This design comes from an exercise in tuning for small area on the open sky130 flow, not from production work. Where RTL was checked, it was by simulation tests only, not by an equivalence proof against the original. Power figures rest on the tool's default switching activity, not on a simulated workload. No driver is modelled on the clock port, so clocking that relies on it looks cheaper here than on a real chip.

==> flow/design.v (excerpt) <==
module te_pkt (
    input  wire logic                                        clk_bus,
    input  wire logic                                        rst_n,
    input  wire logic                                        pkt_sop,
    input  wire logic [8-1:0]                   pkt_data,
    input  wire logic [10-1:0]                   ib_base,
    input  wire logic                                        bm_gnt,
    output logic                                             bm_req,
    output logic [10-1:0]                        bm_addr,
    output logic [8-1:0]                    bm_wstrb,
    output logic [8*8-1:0]     bm_wdata,
    input  wire logic                                        rdreq_pop,
    output logic                                             rdreq_valid,
    output te_pkt_pkg::rdreq_t rdreq
);
==> flow/config.mk <==
export PLATFORM = sky130hd
export DESIGN_NAME = te_pkt
export DESIGN_NICKNAME = te_pkt
export VERILOG_FILES = /design/flow/design.v
export SDC_FILE = /design/flow/constraint.sdc
export NUM_CORES = 4
export LEC_CHECK = 0
export CAP_MARGIN = 0
export CORE_MARGIN = 2
export CORE_UTILIZATION = 70
export CTS_BUF_LIST = sky130_fd_sc_hd__clkbuf_8
export SLEW_MARGIN = 0
==> flow/constraint.sdc <==
create_clock -name core_clock -period 4.0 [get_ports {clk_bus}]
set_input_delay 0.8000 -clock core_clock [delete_from_list [all_inputs] [get_ports {clk_bus}]]
set_output_delay 0.8000 -clock core_clock [all_outputs]
set_load 0.01 [all_outputs]
run.sh (not shown) runs the stock make flow with config.mk's settings and CLKGATE_MAP_FILE= SYNTH_SCRIPT=/design/flow/synth_recipe.tcl, a recipe that flattens the netlist after the stock synthesis.
The starting point completed, yet does not pass: setup timing.
Next try:
Settings changed: CAP_MARGIN 0 to 20, CORE_UTILIZATION 70 to 40, CTS_BUF_LIST sky130_fd_sc_hd__clkbuf_8 to unset, SLEW_MARGIN 0 to 20.
Now the flow finished clean.
Flip-flop and latch count does not change.
Die area grows by 73%.
Non-clock buffer count increases by 26.
Routed wire length went up by 2.6%.
Critical path depth is unchanged.

---

Another version of the RTL of te_pkt (not shown whole).
Size in the first run: about 1,600 cells after synthesis, roughly 780 flip-flops, ~0.029 mm^2 of cells after synthesis.
clock: 4.0 ns
lec_check: 0
cap_margin: 0
core_margin: 2
core_utilization: 70
cts_buf_list: sky130_fd_sc_hd__clkbuf_8
cts_cluster_diameter: 60
cts_cluster_size: 20
slew_margin: 0
The baseline finished but failed the layout checks on negative setup slack.
==> next run, changes <==
--- a/flow/config.mk
+++ b/flow/config.mk
@@ -11,3 +11,3 @@
-export CTS_BUF_LIST = sky130_fd_sc_hd__clkbuf_8
-export CTS_CLUSTER_DIAMETER = 60
-export CTS_CLUSTER_SIZE = 20
+export CTS_BUF_LIST = sky130_fd_sc_hd__clkbuf_16
+export CTS_CLUSTER_DIAMETER = 80
+export CTS_CLUSTER_SIZE = 30
The changed run ran to the end with violations: negative setup slack.
Cell area barely changes.
Clock skew is lower by 0.0094 ns.
Sequential cell count does not change.
No functional check of the RTL was part of any run of this note.

---

Another version of the RTL of te_pkt (not shown whole).
Size: roughly 1600 cells after synthesis, roughly 790 flip-flops, roughly 130 I/O pins, about 29000 µm² of cells after synthesis.
clock: 4.0 ns
lec_check: 0
cap_margin: 0
core_margin: 2
core_utilization: 70
cts_buf_list: sky130_fd_sc_hd__clkbuf_16
cts_cluster_diameter: 80
cts_cluster_size: 30
slew_margin: 0
standard.sh (not shown) runs the stock make flow with config.mk's settings and CLKGATE_MAP_FILE= SYNTH_SCRIPT=/design/flow/synth_recipe.tcl, a recipe that flattens the netlist after the stock synthesis.
==> flow/flow/run.sh <==
#!/bin/bash
# The standard layout (the standard.sh, standard synthesis unchanged) with two
# changes passed through ORFS's own variables:
#  - port buffers are buf_1 cells instead of the delay-buffer cell buffer_ports
#    picks by default (every port still gets its own buffer);
set -euo pipefail
export BUFFER_PORTS_ARGS="-buffer_cell sky130_fd_sc_hd__buf_1"
export CTS_ARGS="-sink_clustering_enable -repair_clock_nets -sink_clustering_size 30 -sink_clustering_max_diameter 80 -buf_list sky130_fd_sc_hd__clkbuf_16"
bash standard.sh > standard.log 2>&1
==> next run, changes <==
==> flow/run.sh (new file) <==
#!/bin/bash
# synth_recipe.tcl (not shown) runs the flow's synth.tcl, then flattens the netlist and writes it again
# the make line also repeats each setting of config.mk as NAME=value (left out here)
make -C /OpenROAD-flow-scripts/flow DESIGN_CONFIG=/design/flow/config.mk WORK_HOME=/design/flow/orfs CLKGATE_MAP_FILE= SYNTH_SCRIPT=/design/flow/synth_recipe.tcl finish
removed: flow/flow/run.sh
removed: flow/standard.sh
Power is lower by 0.43%.
Sequential share of layout area shrinks by 2.3 points.
Setup slack is worse by 0.19 ns.
Routed wire length came out higher by 0.38%.
Clock skew decreases by 0.0056 ns.
Cell count goes up by 1.6%.
Design area went up by 3.1%.
Via count increases by 1.6%.
Global-route usage came out lower by 0.13 points.
Non-clock buffer count rose by 32.
==> next run, changes <==
==> flow/flow/run.sh (new file) <==
#!/bin/bash
# Standard layout, run through the standard.sh; logs kept in this folder.
set -e
bash standard.sh > standard.log 2>&1
==> flow/standard.sh (new file) <==
#!/bin/bash
# synth_recipe.tcl (not shown) runs the flow's synth.tcl, then flattens the netlist and writes it again
# the make line also repeats each setting of config.mk as NAME=value (left out here)
make -C /OpenROAD-flow-scripts/flow DESIGN_CONFIG=/design/flow/config.mk WORK_HOME=/design/flow/orfs CLKGATE_MAP_FILE= SYNTH_SCRIPT=/design/flow/synth_recipe.tcl "${@:-finish}"
removed: flow/run.sh
The changed run completed without violations. Clock-buffer cell count is unchanged. Fmax stays the same. Via count stays the same. Die area is unchanged. Area after synthesis is unchanged. Routed wire length does not change. Global-route usage stays the same.

---

Setup of P:
The RTL this note starts from:
==> flow/design.v <==
`default_nettype none
package te_pkt_pkg;
    typedef enum logic [3-1:0] {
        AK = 3'd0,
        WQ = 3'd1,
        WR = 3'd2,
        RQ = 3'd3,
        RR = 3'd4
    } pkt_type_e;
    typedef struct packed {
        logic [10-3-1:0]       waddr;
        logic [8-1:0]                   wstrb;
        logic [8*8-1:0]    wdata;
    } bm_word_t;
    typedef struct packed {
        logic [4-1:0] sid;
        logic [3-1:0]  xid;
        logic [10-1:0] addr;
        logic [4-1:0]  len;
    } rdreq_t;
endpackage
`default_nettype wire
`timescale 1ns/1ps
`default_nettype none
module te_pkt (
    input  wire logic                                        clk_bus,
    input  wire logic                                        rst_n,
    input  wire logic                                        pkt_sop,
    input  wire logic [8-1:0]                   pkt_data,
    input  wire logic [10-1:0]                   ib_base,
    input  wire logic                                        bm_gnt,
    output logic                                             bm_req,
    output logic [10-1:0]                        bm_addr,
    output logic [8-1:0]                    bm_wstrb,
    output logic [8*8-1:0]     bm_wdata,
    input  wire logic                                        rdreq_pop,
    output logic                                             rdreq_valid,
    output te_pkt_pkg::rdreq_t rdreq
);
    localparam int NW = 9;
    localparam logic [2:0] ST_IDLE = 3'd0;
    localparam logic [2:0] ST_HDR1 = 3'd1;
    localparam logic [2:0] ST_HDR2 = 3'd2;
    localparam logic [2:0] ST_HDR3 = 3'd3;
    localparam logic [2:0] ST_DATA = 3'd4;
    logic [2:0]  state;
    logic        is_rq;
    logic [2:0]  xid;
    logic [3:0]  sid;
    logic [3:0]  len;
    logic [9:0]  baddr;
    logic        started;
    logic [NW-1:0][63:0] slot_data;
    logic [NW-1:0][6:0]  slot_alo;
    logic [NW-1:0]       slot_acy;
    logic [NW-1:0]       slot_fpart;
    logic [NW-1:0]       slot_lpart;
    logic [NW-1:0]       wr_oh;
    logic [NW-1:0]       rd_oh;
    logic [1:0][20:0]    rq_data;
    logic                rq_rd;
    logic [1:0]          rq_cnt;
    logic [2:0]  lane;
    logic        data_byte;
    logic        last_byte;
    logic        close_word;
    logic        rq_push;
    logic        rq_pop;
    logic [NW-1:0] wsel;
    assign lane       = baddr[2:0];
    assign data_byte  = (state == ST_DATA) && !pkt_sop;
    assign last_byte  = (len == 4'd0);
    assign close_word = (data_byte && (lane == 3'd7 || last_byte)) || (pkt_sop && started);
    assign rq_push    = (state == ST_HDR3) && !pkt_sop && is_rq;
    assign rq_pop     = rdreq_pop && rdreq_valid;
    always_comb begin
        for (int k = 0; k < NW; k++) begin
            wsel[k] = data_byte && wr_oh[k];
        end
    end
    always_ff @(posedge clk_bus) begin
        if (!rst_n) begin
            state   <= ST_IDLE;
            started <= 1'b0;
            wr_oh   <= NW'(1);
            rd_oh   <= NW'(1);
            rq_rd   <= 1'b0;
            rq_cnt  <= '0;
        end else begin
            if (pkt_sop) begin
                started <= 1'b0;
                if (pkt_data[7:5] == 3'd1 || pkt_data[7:5] == 3'd3) state <= ST_HDR1;
                else state <= ST_IDLE;
            end else begin
                case (state)
                    ST_HDR1: state <= ST_HDR2;
                    ST_HDR2: state <= ST_HDR3;
                    ST_HDR3: state <= is_rq ? ST_IDLE : ST_DATA;
                    ST_DATA: begin
                        started <= !close_word;
                        if (last_byte) state <= ST_IDLE;
                    end
                    default: state <= ST_IDLE;
                endcase
            end
            if (close_word) wr_oh <= {wr_oh[NW-2:0], wr_oh[NW-1]};
            if (bm_req && bm_gnt) rd_oh <= {rd_oh[NW-2:0], rd_oh[NW-1]};
            if (rq_pop) rq_rd <= !rq_rd;
            case ({rq_push, rq_pop})
                2'b10:   rq_cnt <= rq_cnt + 2'd1;
                2'b01:   rq_cnt <= rq_cnt - 2'd1;
                default: ;
            endcase
        end
    end
    always_ff @(posedge clk_bus) begin
        if (pkt_sop) begin
            is_rq <= pkt_data[6];
            xid   <= pkt_data[2:0];
        end else begin
            case (state)
                ST_HDR1: sid <= pkt_data[7:4];
                ST_HDR2: begin
                    len        <= pkt_data[7:4];
                    baddr[9:6] <= pkt_data[3:0];
                end
                ST_HDR3: baddr[5:0] <= pkt_data[5:0];
                ST_DATA: begin
                    baddr <= baddr + 10'd1;
                    len   <= len - 4'd1;
                end
                default: ;
            endcase
        end
    end
    logic [7:0] lane0_in;
    logic [7:0] lane7_in;
    assign lane0_in = {pkt_data[7:3], (lane == 3'd0) ? pkt_data[2:0] : lane};
    assign lane7_in = {pkt_data[7:3], (lane == 3'd7) ? pkt_data[2:0] : lane};
    always_ff @(posedge clk_bus) begin
        for (int k = 0; k < NW; k++) begin
            if (wsel[k]) begin
                if (lane == 3'd0 || !started) slot_data[k][7:0] <= lane0_in;
                for (int j = 1; j < 7; j++) begin
                    if (lane == 3'(j)) slot_data[k][j*8 +: 8] <= pkt_data;
                end
                slot_data[k][63:56] <= lane7_in;
                {slot_acy[k], slot_alo[k]} <= {1'b0, ib_base[6:0]} + {1'b0, baddr[9:3]};
                slot_lpart[k] <= (lane != 3'd7);
                if (!started) slot_fpart[k] <= (lane != 3'd0);
            end
        end
        if (rq_push) rq_data[rq_rd ^ rq_cnt[0]] <= {sid, xid, baddr[9:6], pkt_data[5:0], len};
    end
    logic [6:0] head_alo;
    logic       head_acy;
    logic       head_fpart;
    logic       head_lpart;
    logic [2:0] head_first;
    logic [2:0] head_last;
    always_comb begin
        bm_wdata   = '0;
        head_alo   = '0;
        head_acy   = 1'b0;
        head_fpart = 1'b0;
        head_lpart = 1'b0;
        for (int k = 0; k < NW; k++) begin
            bm_wdata   = bm_wdata   | ({64{rd_oh[k]}} & slot_data[k]);
            head_alo   = head_alo   | ({7{rd_oh[k]}}  & slot_alo[k]);
            head_acy   = head_acy   | (rd_oh[k]       & slot_acy[k]);
            head_fpart = head_fpart | (rd_oh[k]       & slot_fpart[k]);
            head_lpart = head_lpart | (rd_oh[k]       & slot_lpart[k]);
        end
        head_first = head_fpart ? bm_wdata[2:0]   : 3'd0;
        head_last  = head_lpart ? bm_wdata[58:56] : 3'd7;
        for (int j = 0; j < 8; j++) begin
            bm_wstrb[j] = (3'(j) >= head_first) && (3'(j) <= head_last);
        end
    end
    assign bm_req      = !(|(rd_oh & wr_oh));
    assign bm_addr     = {ib_base[9:7] + {2'd0, head_acy}, head_alo};
    assign rdreq_valid = (rq_cnt != 2'd0);
    assign rdreq       = rq_data[rq_rd];
endmodule
`default_nettype wire
clock: 4.0 ns
lec_check: 0
cap_margin: 0
core_margin: 2
core_utilization: 85
cts_buf_list: sky130_fd_sc_hd__clkbuf_16
cts_cluster_diameter: 80
cts_cluster_size: 30
slew_margin: 0
==> flow/flow/run.sh <==
#!/bin/bash
# The standard layout (the standard.sh, standard synthesis unchanged) with two
# changes passed through ORFS's own variables:
#  - port buffers are buf_1 cells instead of the delay-buffer cell buffer_ports
#    picks by default (every port still gets its own buffer);
set -euo pipefail
export BUFFER_PORTS_ARGS="-buffer_cell sky130_fd_sc_hd__buf_1"
export CTS_ARGS="-sink_clustering_enable -repair_clock_nets -sink_clustering_size 30 -sink_clustering_max_diameter 80 -buf_list sky130_fd_sc_hd__clkbuf_16 -dont_use_dummy_load"
bash standard.sh > standard.log 2>&1
### P -> Q
- swapping 85 for 80 in CORE_UTILIZATION
==> flow/flow/run.sh <==
#!/bin/bash
# The standard layout (the standard.sh, standard synthesis unchanged) with two
# changes passed through ORFS's own variables:
#  - port buffers are buf_1 cells instead of the delay-buffer cell buffer_ports
#    picks by default (every port still gets its own buffer);
set -euo pipefail
export BUFFER_PORTS_ARGS="-buffer_cell sky130_fd_sc_hd__buf_1"
export CTS_ARGS="-sink_clustering_enable -repair_clock_nets -sink_clustering_size 36 -sink_clustering_max_diameter 100 -buf_list sky130_fd_sc_hd__clkbuf_16 -dont_use_dummy_load"
bash standard.sh > standard.log 2>&1
### Flow results
- Final worst setup slack was higher in the run labelled Q.
- Between P and Q, the flow reports non-clock buffer count in the final layout decreasing by a few percent.
- NOTE cell area P->Q decreased slightly
- Diff P -> Q: final period utilization saw a decrease, final cell utilization of the core saw a decrease.
Modified inputs, R compared to Q
==> flow/flow/run.sh <==
#!/bin/bash
# The standard layout (the standard.sh, standard synthesis unchanged) with two
# changes passed through ORFS's own variables:
#  - port buffers are buf_1 cells instead of the delay-buffer cell buffer_ports
#    picks by default (every port still gets its own buffer);
set -euo pipefail
export BUFFER_PORTS_ARGS="-buffer_cell sky130_fd_sc_hd__buf_1"
export CTS_ARGS="-sink_clustering_enable -repair_clock_nets -sink_clustering_size 30 -sink_clustering_max_diameter 80 -buf_list sky130_fd_sc_hd__clkbuf_16 -dont_use_dummy_load"
bash standard.sh > standard.log 2>&1
==> results.txt <==
- R vs Q, routed wire length went down by 590 um.
- Diff Q -> R: final hold slack has decreased; worst supply voltage drop on vdd has increased; proportion of cell area occupied by multi-input gates has remained practically unchanged; share of synthesized cell area in and, or, nand and nor gates has remained practically unchanged.
- Per the comparison of R with Q, largest incremental delay on the critical path roughly the same, final setup slack of the worst path lower, maximum frequency from static timing analysis roughly the same, number of input and output port buffers inserted roughly the same, global-route wire length before repair lower.

## afterwards: timing with drivers on the ports
In the flow no input, the clock included, has a driving cell. The finished layouts below were timed again as built, in two steps. Step 1 (the two cells are an assumption about what drives the block):
set clk [get_ports {clk_bus}]
set_driving_cell -lib_cell sky130_fd_sc_hd__clkbuf_16 $clk
set_driving_cell -lib_cell sky130_fd_sc_hd__buf_2 [delete_from_list [all_inputs] $clk]
Step 2, shift: input delay + t, output delay - t, t = (earliest + latest rising clock arrival at the registers) / 2. This alone moves slack from input paths to output paths. a / b / c = ideal ports / drivers / drivers and shift; a / b = the first two.
| run | t (ns) | slack for setup (ns) | slew at the worst register clock pin (ns) |
|---|---|---|---|
| the first run of note 1 | 0.740 | -0.054 / -0.108 / 0.317 | 0.07 / 0.07 |
| the second run of note 1 | 0.676 | 0.049 / -0.009 / 0.612 | 0.06 / 0.06 |
| the first run of note 2 | 0.710 | -0.219 / -0.272 / 0.125 | 0.12 / 0.12 |
| the second run of note 2 | 0.671 | -0.215 / -0.272 / 0.087 | 0.11 / 0.11 |
| the first run of note 3 | 0.627 | 0.335 / 0.275 / 0.562 | 0.11 / 0.11 |
| the second run of note 3 | 0.631 | 0.144 / 0.086 / 0.595 | 0.11 / 0.11 |
| the third run of note 3 | 0.631 | 0.144 / 0.086 / 0.595 | 0.11 / 0.11 |
| P | 0.650 | 0.163 / 0.108 / 0.741 | 0.12 / 0.12 |
| Q | 0.643 | 0.315 / 0.258 / 0.642 | 0.12 / 0.12 |
| R | 0.643 | 0.310 / 0.254 / 0.675 | 0.11 / 0.11 |
